Context: an optimization exercise on an open-source flow, tuned for small area, a short achievable clock period and few clock cycles. The choices shown serve that exercise and are no tape-out recipe. RTL that was checked went through simulation tests only; none was proved equivalent to the original. The flow treats the clock pin as an ideal source. Dropping or thinning the clock tree relies on that and would not hold on a real chip. No activity file was given, so power comes from the tool's default toggle rates.

==> 08-02 <==
Design mpd_top, start of the top module:
module mpd_top (
  input  wire logic           CLK,
  input  wire logic           RST_N,
  input  wire logic           rx_valid,
  input  wire mpd_pkg::byte_t rx_data,
  input  wire logic           rx_last,
  output logic                rx_ready,
  input  wire logic           fw_valid,
  input  wire logic           fw_safe,
  output logic                hdr_valid,
  output mpd_pkg::hdr_u       hdr,
  output logic                tx_valid,
  output mpd_pkg::byte_t      tx_data,
  output logic                tx_last
);
==> module mpd_top, before the edit <==
module mpd_top (
  input  wire logic           CLK,
  input  wire logic           RST_N,
  input  wire logic           rx_valid,
  input  wire mpd_pkg::byte_t rx_data,
  input  wire logic           rx_last,
  output logic                rx_ready,
  input  wire logic           fw_valid,
  input  wire logic           fw_safe,
  output logic                hdr_valid,
  output mpd_pkg::hdr_u       hdr,
  output logic                tx_valid,
  output mpd_pkg::byte_t      tx_data,
  output logic                tx_last
);
  localparam int AW    = 6;
  localparam int DEPTH = 1 << AW;
  localparam int FW    = 2;
  localparam int NFR   = 1 << FW;
  localparam int HL    = mpd_pkg::HDR_LEN;
  typedef logic [AW:0] ptr_t;
  typedef logic [FW:0] fptr_t;
  mpd_pkg::byte_t mem [DEPTH];
  logic           acc;
  logic           a_infr;      
  ptr_t           wp;          
  logic [4:0]     hcnt;
  logic [4:0]     hidx;
  assign acc  = rx_valid && rx_ready;
  assign hidx = a_infr ? hcnt : 5'd0;
  always_ff @(posedge CLK) begin
    if (acc)
      mem[wp[AW-1:0]] <= rx_data;
  end
  mpd_pkg::byte_t zd;
  assign zd = a_infr ? rx_data : '0;
  always_ff @(posedge CLK) begin
    if (acc && !a_infr)
      hdr.lanes[0] <= rx_data;
    for (int i = 1; i < HL; i++) begin
      if (acc && (!a_infr || hcnt == 5'(i)))
        hdr.lanes[i] <= zd;
    end
    if (acc)
      hcnt <= (hidx == 5'(HL)) ? hidx : hidx + 1'b1;
  end
  ptr_t  fq_end  [NFR];
  logic  fq_safe [NFR];
  fptr_t fwp;                  
  fptr_t fdp;                  
  fptr_t frp;                  
  always_ff @(posedge CLK) begin
    if (acc && rx_last)
      fq_end[fwp[FW-1:0]] <= wp + 1'b1;
    if (fw_valid)
      fq_safe[fdp[FW-1:0]] <= fw_safe;
  end
  ptr_t  rp;
  ptr_t  rp_n;
  ptr_t  cur_end;
  ptr_t  end_n;
  ptr_t  head_end;
  logic  head_safe;
  logic  head_rdy;
  logic  h_dec;                
  logic  h_safe;               
  fptr_t ndec;                 
  fptr_t frp1;
  assign ndec = fdp - frp;
  assign frp1 = frp + 1'b1;
  logic  busy;
  logic  at_last;              
  logic  take;
  logic  start;
  logic  send;
  logic  drop;
  logic  last_byte;
  always_ff @(posedge CLK) begin
    if (take)
      h_safe <= (ndec > fptr_t'(1)) ? fq_safe[frp1[FW-1:0]] : fw_safe;
    else
      h_safe <= (ndec != '0) ? fq_safe[frp[FW-1:0]] : fw_safe;
  end
  assign head_end  = fq_end[frp[FW-1:0]];
  assign head_safe = h_safe;
  assign head_rdy  = h_dec;
  assign take      = head_rdy && (!busy || at_last);
  assign start     = take && head_safe && !busy;
  assign send      = busy || start;
  assign drop      = take && !head_safe;
  assign last_byte = busy ? at_last : rp + 1'b1 == head_end;
  assign rp_n      = drop ? head_end : send ? rp + 1'b1 : rp;
  assign end_n     = (take && head_safe) ? head_end : cur_end;
  localparam int GW = AW / 2;
  localparam int NG = 1 << GW;
  logic [NG-1:0]  rs_lo;       
  logic [NG-1:0]  rs_hi;       
  mpd_pkg::byte_t grp [NG];
  mpd_pkg::byte_t rd_byte;
  always_comb begin
    rd_byte = '0;
    for (int g = 0; g < NG; g++) begin
      grp[g] = '0;
      for (int i = 0; i < NG; i++)
        grp[g] = grp[g] | (mem[g*NG+i] & {8{rs_lo[i]}});
      rd_byte = rd_byte | (grp[g] & {8{rs_hi[g]}});
    end
  end
  always_ff @(posedge CLK or negedge RST_N) begin
    if (!RST_N) begin
      rs_lo <= NG'(1);
      rs_hi <= NG'(1);
    end else begin
      for (int i = 0; i < NG; i++) begin
        rs_lo[i] <= rp_n[GW-1:0] == GW'(i);
        rs_hi[i] <= rp_n[AW-1:GW] == GW'(i);
      end
    end
  end
  always_ff @(posedge CLK) begin
    tx_data <= rd_byte;
    cur_end <= end_n;
    at_last <= rp + 2'd2 == end_n;
  end
  ptr_t  used;
  fptr_t nfq;
  logic  a_infr_n;
  logic  room_byte;
  logic  room_frame;
  logic  h_dec_n;
  logic  busy_n;
  assign h_dec_n = fw_valid || ndec > fptr_t'(1) || (ndec == fptr_t'(1) && !take);
  assign busy_n  = (take && head_safe) ? !(start && last_byte) : (busy && !at_last);
  assign used       = wp - rp;
  assign nfq        = fwp - frp;
  assign a_infr_n   = acc ? !rx_last : a_infr;
  assign room_byte  = busy_n || h_dec_n ||
                      ((send || drop) ? !(used == ptr_t'(DEPTH) && acc)
                                      : !(used == ptr_t'(DEPTH) || (used == ptr_t'(DEPTH - 1) && acc)));
  assign room_frame = take || !(nfq == fptr_t'(NFR) || (nfq == fptr_t'(NFR - 1) && acc && rx_last));
  always_ff @(posedge CLK or negedge RST_N) begin
    if (!RST_N) begin
      rx_ready  <= 1'b0;
      a_infr    <= 1'b0;
      wp        <= '0;
      hdr_valid <= 1'b0;
      fwp       <= '0;
      fdp       <= '0;
      frp       <= '0;
      h_dec     <= 1'b0;
      rp        <= '0;
      busy      <= 1'b0;
      tx_valid  <= 1'b0;
      tx_last   <= 1'b0;
    end else begin
      rx_ready  <= room_byte && (a_infr_n || room_frame);
      a_infr    <= a_infr_n;
      if (acc)
        wp <= wp + 1'b1;
      if (acc && rx_last)
        fwp <= fwp + 1'b1;
      hdr_valid <= acc && rx_last;
      if (fw_valid)
        fdp <= fdp + 1'b1;
      if (take)
        frp <= frp + 1'b1;
      h_dec <= h_dec_n;
      rp <= rp_n;
      busy <= busy_n;
      tx_valid <= send;
      tx_last  <= send && last_byte;
    end
  end
endmodule
Settings: LEC_CHECK=0, CAP_MARGIN=20, CORE_MARGIN=2, CORE_UTILIZATION=70, CTS_BUF_LIST=sky130_fd_sc_hd__clkbuf_16, CTS_CLUSTER_DIAMETER=100, CTS_CLUSTER_SIZE=24, PLACE_DENSITY=0.8, SETUP_SLACK_MARGIN=4.5, SLEW_MARGIN=20; clock period 7.0 ns.
standard.sh (not shown) runs the stock make flow with config.mk's settings and CLKGATE_MAP_FILE= SYNTH_SCRIPT=/design/flow/synth_recipe.tcl, a recipe that flattens the netlist after the stock synthesis.
==> flow/flow/run.sh <==
#!/bin/bash
# The standard layout (the standard.sh), with the clock tree built by flow/cts_hook.tcl
# instead of TritonCTS. ORFS keeps each step's log under orfs/logs; make's own output goes
# to standard.log.
set -euo pipefail
export PRE_CTS_TCL="$PWD/flow/cts_hook.tcl"
bash standard.sh > standard.log 2>&1
==> flow/flow/cts_hook.tcl <==
# Sourced by ORFS's cts.tcl before clock_tree_synthesis (PRE_CTS_TCL). Builds a balanced
# two-level clock tree (4 root buffers on the clock port, 32 leaf buffers, equal register
# shares per leaf) and turns the following clock_tree_synthesis call into a no-op.
source [file join [file dirname [info script]] mytree.tcl]
mytree_build 4 8 2 2 sky130_fd_sc_hd__clkbuf_16
set_propagated_clock [all_clocks]
rename clock_tree_synthesis ""
proc clock_tree_synthesis {args} {
  puts "clock tree built by cts_hook.tcl"
}
==> flow/flow/mytree.tcl <==
# Two-level clock tree: the clock port drives NROOT root buffers, each root drives the
# leaf buffers of one part of the core, each leaf drives an equal share of the registers.
proc mytree_build {ncol nrow rcol rrow bufname} {
  set db [ord::get_db]
  set block [ord::get_db_block]
  set master [$db findMaster $bufname]
  set clk [$block findNet CLK]
  # Register clock pins on the clock net
  set sinks {}
  foreach it [$clk getITerms] {
    set inst [$it getInst]
    set bb [$inst getBBox]
    set x [expr {([$bb xMin] + [$bb xMax]) / 2}]
    set y [expr {([$bb yMin] + [$bb yMax]) / 2}]
    lappend sinks [list $x $y $it]
  }
  set n [llength $sinks]
  puts "mytree: $n sinks, $ncol x $nrow leaves, $rcol x $rrow roots"
  # Columns by x, then rows by y inside each column, equal counts
  set sinks [lsort -integer -index 0 $sinks]
  set leaves {}
  for {set c 0} {$c < $ncol} {incr c} {
    set a [expr {$c * $n / $ncol}]
    set b [expr {($c + 1) * $n / $ncol - 1}]
    set col [lsort -integer -index 1 [lrange $sinks $a $b]]
    set m [llength $col]
    for {set r 0} {$r < $nrow} {incr r} {
      set a2 [expr {$r * $m / $nrow}]
      set b2 [expr {($r + 1) * $m / $nrow - 1}]
      lappend leaves [list $c $r [lrange $col $a2 $b2]]
    }
  }
  # Root buffers
  set roots {}
  for {set i 0} {$i < $rcol * $rrow} {incr i} {
    set rnet [odb::dbNet_create $block "clknet_root_$i"]
    $rnet setSigType CLOCK
    set rinst [odb::dbInst_create $block $master "clkbuf_root_$i"]
    [$rinst findITerm A] connect $clk
    [$rinst findITerm X] connect $rnet
    lappend roots [list $rinst $rnet 0 0 0]
  }
  set li 0
  foreach lf $leaves {
    lassign $lf c r group
    set sx 0; set sy 0
    foreach s $group { incr sx [lindex $s 0]; incr sy [lindex $s 1] }
    set k [llength $group]
    set cx [expr {$sx / $k}]; set cy [expr {$sy / $k}]
    set ri [expr {($c * $rcol / $ncol) * $rrow + ($r * $rrow / $nrow)}]
    lassign [lindex $roots $ri] rinst rnet rx ry rk
    set lnet [odb::dbNet_create $block "clknet_leaf_$li"]
    $lnet setSigType CLOCK
    set linst [odb::dbInst_create $block $master "clkbuf_leaf_$li"]
    [$linst findITerm A] connect $rnet
    [$linst findITerm X] connect $lnet
    $linst setLocation $cx $cy
    $linst setPlacementStatus PLACED
    foreach s $group {
      set it [lindex $s 2]
      $it disconnect
      $it connect $lnet
    }
    lset roots $ri [list $rinst $rnet [expr {$rx + $cx}] [expr {$ry + $cy}] [expr {$rk + 1}]]
    incr li
  }
  foreach rt $roots {
    lassign $rt rinst rnet rx ry rk
    $rinst setLocation [expr {$rx / $rk}] [expr {$ry / $rk}]
    $rinst setPlacementStatus PLACED
  }
}
==> 05-15 (differences from 08-02) <==
--- a/flow/design.v
+++ b/flow/design.v
@@ -167,6 +167,2 @@
   logic  room_frame;
-  logic  h_dec_n;
-  logic  busy_n;
-  assign h_dec_n = fw_valid || ndec > fptr_t'(1) || (ndec == fptr_t'(1) && !take);
-  assign busy_n  = (take && head_safe) ? !(start && last_byte) : (busy && !at_last);
   assign used       = wp - rp;
@@ -174,5 +170,3 @@
   assign a_infr_n   = acc ? !rx_last : a_infr;
-  assign room_byte  = busy_n || h_dec_n ||
-                      ((send || drop) ? !(used == ptr_t'(DEPTH) && acc)
-                                      : !(used == ptr_t'(DEPTH) || (used == ptr_t'(DEPTH - 1) && acc)));
+  assign room_byte  = send || drop || !(used == ptr_t'(DEPTH) || (used == ptr_t'(DEPTH - 1) && acc));
   assign room_frame = take || !(nfq == fptr_t'(NFR) || (nfq == fptr_t'(NFR - 1) && acc && rx_last));
@@ -204,5 +198,8 @@
         frp <= frp + 1'b1;
-      h_dec <= h_dec_n;
+      h_dec <= fw_valid || ndec > fptr_t'(1) || (ndec == fptr_t'(1) && !take);
       rp <= rp_n;
-      busy <= busy_n;
+      if (take && head_safe)
+        busy <= !(start && last_byte);
+      else if (at_last)
+        busy <= 1'b0;
       tx_valid <= send;
Settings changed: SETUP_SLACK_MARGIN 4.5 to 4.6.
==> 12-03 (differences from 08-02) <==
--- a/flow/design.v
+++ b/flow/design.v
@@ -102,8 +102,2 @@
   logic  head_rdy;
-  logic  h_dec;                
-  logic  h_safe;               
-  fptr_t ndec;                 
-  fptr_t frp1;
-  assign ndec = fdp - frp;
-  assign frp1 = frp + 1'b1;
   logic  busy;
@@ -115,11 +109,5 @@
   logic  last_byte;
-  always_ff @(posedge CLK) begin
-    if (take)
-      h_safe <= (ndec > fptr_t'(1)) ? fq_safe[frp1[FW-1:0]] : fw_safe;
-    else
-      h_safe <= (ndec != '0) ? fq_safe[frp[FW-1:0]] : fw_safe;
-  end
   assign head_end  = fq_end[frp[FW-1:0]];
-  assign head_safe = h_safe;
-  assign head_rdy  = h_dec;
+  assign head_safe = (fdp == frp) ? fw_safe : fq_safe[frp[FW-1:0]];
+  assign head_rdy  = fdp != frp || fw_valid;
   assign take      = head_rdy && (!busy || at_last);
@@ -131,26 +119,9 @@
   assign end_n     = (take && head_safe) ? head_end : cur_end;
-  localparam int GW = AW / 2;
-  localparam int NG = 1 << GW;
-  logic [NG-1:0]  rs_lo;       
-  logic [NG-1:0]  rs_hi;       
-  mpd_pkg::byte_t grp [NG];
-  mpd_pkg::byte_t rd_byte;
+  logic [DEPTH-1:0] rsel;
+  mpd_pkg::byte_t   rd_byte;
   always_comb begin
     rd_byte = '0;
-    for (int g = 0; g < NG; g++) begin
-      grp[g] = '0;
-      for (int i = 0; i < NG; i++)
-        grp[g] = grp[g] | (mem[g*NG+i] & {8{rs_lo[i]}});
-      rd_byte = rd_byte | (grp[g] & {8{rs_hi[g]}});
-    end
-  end
-  always_ff @(posedge CLK or negedge RST_N) begin
-    if (!RST_N) begin
-      rs_lo <= NG'(1);
-      rs_hi <= NG'(1);
-    end else begin
-      for (int i = 0; i < NG; i++) begin
-        rs_lo[i] <= rp_n[GW-1:0] == GW'(i);
-        rs_hi[i] <= rp_n[AW-1:GW] == GW'(i);
-      end
+    for (int j = 0; j < DEPTH; j++) begin
+      rsel[j] = rp[AW-1:0] == AW'(j);
+      rd_byte = rd_byte | (mem[j] & {8{rsel[j]}});
     end
@@ -167,6 +138,2 @@
   logic  room_frame;
-  logic  h_dec_n;
-  logic  busy_n;
-  assign h_dec_n = fw_valid || ndec > fptr_t'(1) || (ndec == fptr_t'(1) && !take);
-  assign busy_n  = (take && head_safe) ? !(start && last_byte) : (busy && !at_last);
   assign used       = wp - rp;
@@ -174,5 +141,3 @@
   assign a_infr_n   = acc ? !rx_last : a_infr;
-  assign room_byte  = busy_n || h_dec_n ||
-                      ((send || drop) ? !(used == ptr_t'(DEPTH) && acc)
-                                      : !(used == ptr_t'(DEPTH) || (used == ptr_t'(DEPTH - 1) && acc)));
+  assign room_byte  = send || drop || !(used == ptr_t'(DEPTH) || (used == ptr_t'(DEPTH - 1) && acc));
   assign room_frame = take || !(nfq == fptr_t'(NFR) || (nfq == fptr_t'(NFR - 1) && acc && rx_last));
@@ -187,3 +152,2 @@
       frp       <= '0;
-      h_dec     <= 1'b0;
       rp        <= '0;
@@ -204,5 +168,7 @@
         frp <= frp + 1'b1;
-      h_dec <= h_dec_n;
       rp <= rp_n;
-      busy <= busy_n;
+      if (take && head_safe)
+        busy <= !(start && last_byte);
+      else if (at_last)
+        busy <= 1'b0;
       tx_valid <= send;
==> flow/run.sh (new file) <==
#!/bin/bash
# synth_recipe.tcl (not shown) runs the flow's synth.tcl, then flattens the netlist and writes it again
# the make line also repeats each setting of config.mk as NAME=value (left out here)
make -C /OpenROAD-flow-scripts/flow DESIGN_CONFIG=/design/flow/config.mk WORK_HOME=/design/flow/orfs CLKGATE_MAP_FILE= SYNTH_SCRIPT=/design/flow/synth_recipe.tcl finish
Settings changed: CORE_UTILIZATION 70 to 60, CTS_BUF_LIST sky130_fd_sc_hd__clkbuf_16 to sky130_fd_sc_hd__clkbuf_4 sky130_fd_sc_hd__clkbuf_8, CTS_CLUSTER_DIAMETER 100 to unset, CTS_CLUSTER_SIZE 24 to unset, PLACE_DENSITY 0.8 to 0.7, SETUP_SLACK_MARGIN 4.5 to 4.3.
removed: flow/flow/run.sh
removed: flow/flow/cts_hook.tcl
removed: flow/flow/mytree.tcl
removed: flow/standard.sh
==> 12-09 (differences from 08-02) <==
--- a/flow/design.v
+++ b/flow/design.v
@@ -60,2 +60,10 @@
   typedef logic [FW:0] fptr_t;
+  function automatic ptr_t inc(input ptr_t v);
+    logic c;
+    c = 1'b1;
+    for (int i = 0; i <= AW; i++) begin
+      inc[i] = v[i] ^ c;
+      c      = c & v[i];
+    end
+  endfunction
   mpd_pkg::byte_t mem [DEPTH];
@@ -64,2 +72,3 @@
   ptr_t           wp;          
+  ptr_t           wp1;
   logic [4:0]     hcnt;
@@ -67,2 +76,3 @@
   assign acc  = rx_valid && rx_ready;
+  assign wp1  = inc(wp);
   assign hidx = a_infr ? hcnt : 5'd0;
@@ -91,3 +101,3 @@
     if (acc && rx_last)
-      fq_end[fwp[FW-1:0]] <= wp + 1'b1;
+      fq_end[fwp[FW-1:0]] <= wp1;
     if (fw_valid)
@@ -96,2 +106,10 @@
   ptr_t  rp;
+  ptr_t  rp1;
+  ptr_t  rp2;
+  logic  full_b;               
+  logic  near_b;               
+  assign rp1    = inc(rp);
+  assign rp2    = inc(rp1);
+  assign full_b = wp[AW-1:0] == rp[AW-1:0] && wp[AW] != rp[AW];
+  assign near_b = wp1[AW-1:0] == rp[AW-1:0] && wp1[AW] != rp[AW];
   ptr_t  rp_n;
@@ -128,4 +146,4 @@
   assign drop      = take && !head_safe;
-  assign last_byte = busy ? at_last : rp + 1'b1 == head_end;
-  assign rp_n      = drop ? head_end : send ? rp + 1'b1 : rp;
+  assign last_byte = busy ? at_last : rp1 == head_end;
+  assign rp_n      = drop ? head_end : send ? rp1 : rp;
   assign end_n     = (take && head_safe) ? head_end : cur_end;
@@ -160,5 +178,4 @@
     cur_end <= end_n;
-    at_last <= rp + 2'd2 == end_n;
-  end
-  ptr_t  used;
+    at_last <= rp2 == end_n;
+  end
   fptr_t nfq;
@@ -171,3 +188,2 @@
   assign busy_n  = (take && head_safe) ? !(start && last_byte) : (busy && !at_last);
-  assign used       = wp - rp;
   assign nfq        = fwp - frp;
@@ -175,4 +191,3 @@
   assign room_byte  = busy_n || h_dec_n ||
-                      ((send || drop) ? !(used == ptr_t'(DEPTH) && acc)
-                                      : !(used == ptr_t'(DEPTH) || (used == ptr_t'(DEPTH - 1) && acc)));
+                      ((send || drop) ? !(full_b && acc) : !(full_b || (near_b && acc)));
   assign room_frame = take || !(nfq == fptr_t'(NFR) || (nfq == fptr_t'(NFR - 1) && acc && rx_last));
@@ -196,3 +211,3 @@
       if (acc)
-        wp <= wp + 1'b1;
+        wp <= wp1;
       if (acc && rx_last)
Settings changed: CORE_UTILIZATION 70 to 65, PLACE_DENSITY 0.8 to 0.75, SETUP_SLACK_MARGIN 4.5 to 4.6.
==> impl_summary.txt <==
----------------------------------------------------
[Clocking]
  Clock insertion delay at the later pin of the skew report ... 380 ps

[Global route]
  Global-route wire length before repair ... 105000 um
  Initial antenna violation count ... 2

[Synth]
  Count of warnings emitted by yosys ... 2
  Largest cells by area after synthesis ... sky130_fd_sc_hd__edfxtp_1 (75%), sky130_fd_sc_hd__a22oi_1 (7.6%), sky130_fd_sc_hd__dfrtp_1 (3.9%)
  Post-synthesis async set-or-reset flop share ... 0.0596

[Finish]
  Post-route insts no fill ... 2349
  FF+latch count ... 772

[Drt]
  Wire length the detailed router placed on met1 ... 25100 um

[Run status]
  Outcome ... timing/DRC/antenna clean

----------------------------------------------------
That was 08-02.
==> impl_summary.txt <==
----------------------------------------------------
[Synth]
  Post-synthesis async set-or-reset flop share ... 0.0596
  Largest cells by area after synthesis ... sky130_fd_sc_hd__edfxtp_1 (75%), sky130_fd_sc_hd__a22oi_1 (7.6%), sky130_fd_sc_hd__dfrtp_1 (3.9%)
  Count of warnings emitted by yosys ... 2

[Run status]
  Outcome ... timing/DRC/antenna clean

[Clocking]
  Clock insertion delay at the later pin of the skew report ... 380 ps

[Global route]
  Initial antenna violation count ... 0

[Finish]
  Post-route insts no fill ... 2388
  FF+latch count ... between 700 and 800

----------------------------------------------------
That was 12-09.
==> impl_summary.txt <==
----------------------------------------------------
[Finish]
  FF+latch count ... between 700 and 800
  Sequential share of cell area ... 0.660
  Post-route insts no fill ... 2587

[Run status]
  Outcome ... timing/DRC/antenna clean

[Global route]
  Global-route wire length before repair ... 137000 um
  Initial antenna violation count ... 2

[Clocking]
  Clock insertion delay at the later pin of the skew report ... 740 ps
  Post-cts hold buffer count ... 0

[Synth]
  Portion of synthesized cell area occupied by the leading cell type ... 0.765
  Main combinational cell family by area after synthesis ... compound AO/OA/AOI/OAI gates
  Top cell type by total area after synthesis ... sky130_fd_sc_hd__edfxtp_1
  Count of warnings emitted by yosys ... 1

[Floorplan]
  X dimension of the die ... 219 um

[Power]
  Power dissipated by switching net loads ... 3.97 mW

----------------------------------------------------
That was 12-03.
==> impl_summary.txt <==
----------------------------------------------------
[Power]
  Power dissipated by switching net loads ... about 4.0 mW

[Synth]
  Largest cells by area after synthesis ... sky130_fd_sc_hd__edfxtp_1 (75%), sky130_fd_sc_hd__a22oi_1 (7.6%), sky130_fd_sc_hd__dfrtp_1 (3.9%)
  Top cell type by total area after synthesis ... sky130_fd_sc_hd__edfxtp_1
  Post-synthesis async set-or-reset flop share ... 0.0596

[Global route]
  Global-route wire length before repair ... a little over 100000 um
  Initial antenna violation count ... 0

[Finish]
  Post-route insts no fill ... roughly 2400
  Most common library cell in the layout ignoring fill and taps ... sky130_fd_sc_hd__edfxtp_1
  FF+latch count ... 772
  Number of flip-flops under the largest register name ... 512

[Run status]
  Outcome ... timing/DRC/antenna clean

[Clocking]
  Clock insertion delay at the later pin of the skew report ... 380 ps

----------------------------------------------------
That was 05-15.
Testbench counts of 12-03, summed over its fixed seeds: cycles 45,939.
Testbench counts of 12-09, summed over its fixed seeds: cycles 46,082.
No functional check of the RTL was part of 08-02 and 05-15. In 08-02, 05-15 and 12-09 the design's own scripts or RTL, not TritonCTS, make the clock network.

[separate check: timing with driven ports]
In the flow no input, the clock included, has a driving cell. The finished layouts below were timed again as built, in two steps. Step 1: set_driving_cell puts a clkbuf_16 on CLK and a buf_2 on each other input, an assumption about the parent block. Step 2, shift: input delay + t, output delay - t, t = (earliest + latest rising clock arrival at the registers) / 2. This alone moves slack from input paths to output paths. Three values: ideal ports, drivers, drivers and shift; two values: the first two.
run | t (ns) | slack for setup (ns) | worst slew at a driven data input, ns | pins driven straight from the clock port
08-02 | 0.497 | 4.455 / 4.379 / 4.139 | 0.03 | 4
05-15 | 0.506 | 4.528 / 4.397 / 4.189 | 0.04 | 4
12-03 | 0.780 | 4.201 / 4.173 / 3.606 | 0.03 | 1
12-09 | 0.497 | 4.612 / 4.484 / 4.220 | 0.04 | 4
After both steps every run listed still meets setup and hold. The setup slack of 12-03, which loses most, moves by -0.028 ns with the drivers and by -0.595 ns with both steps.
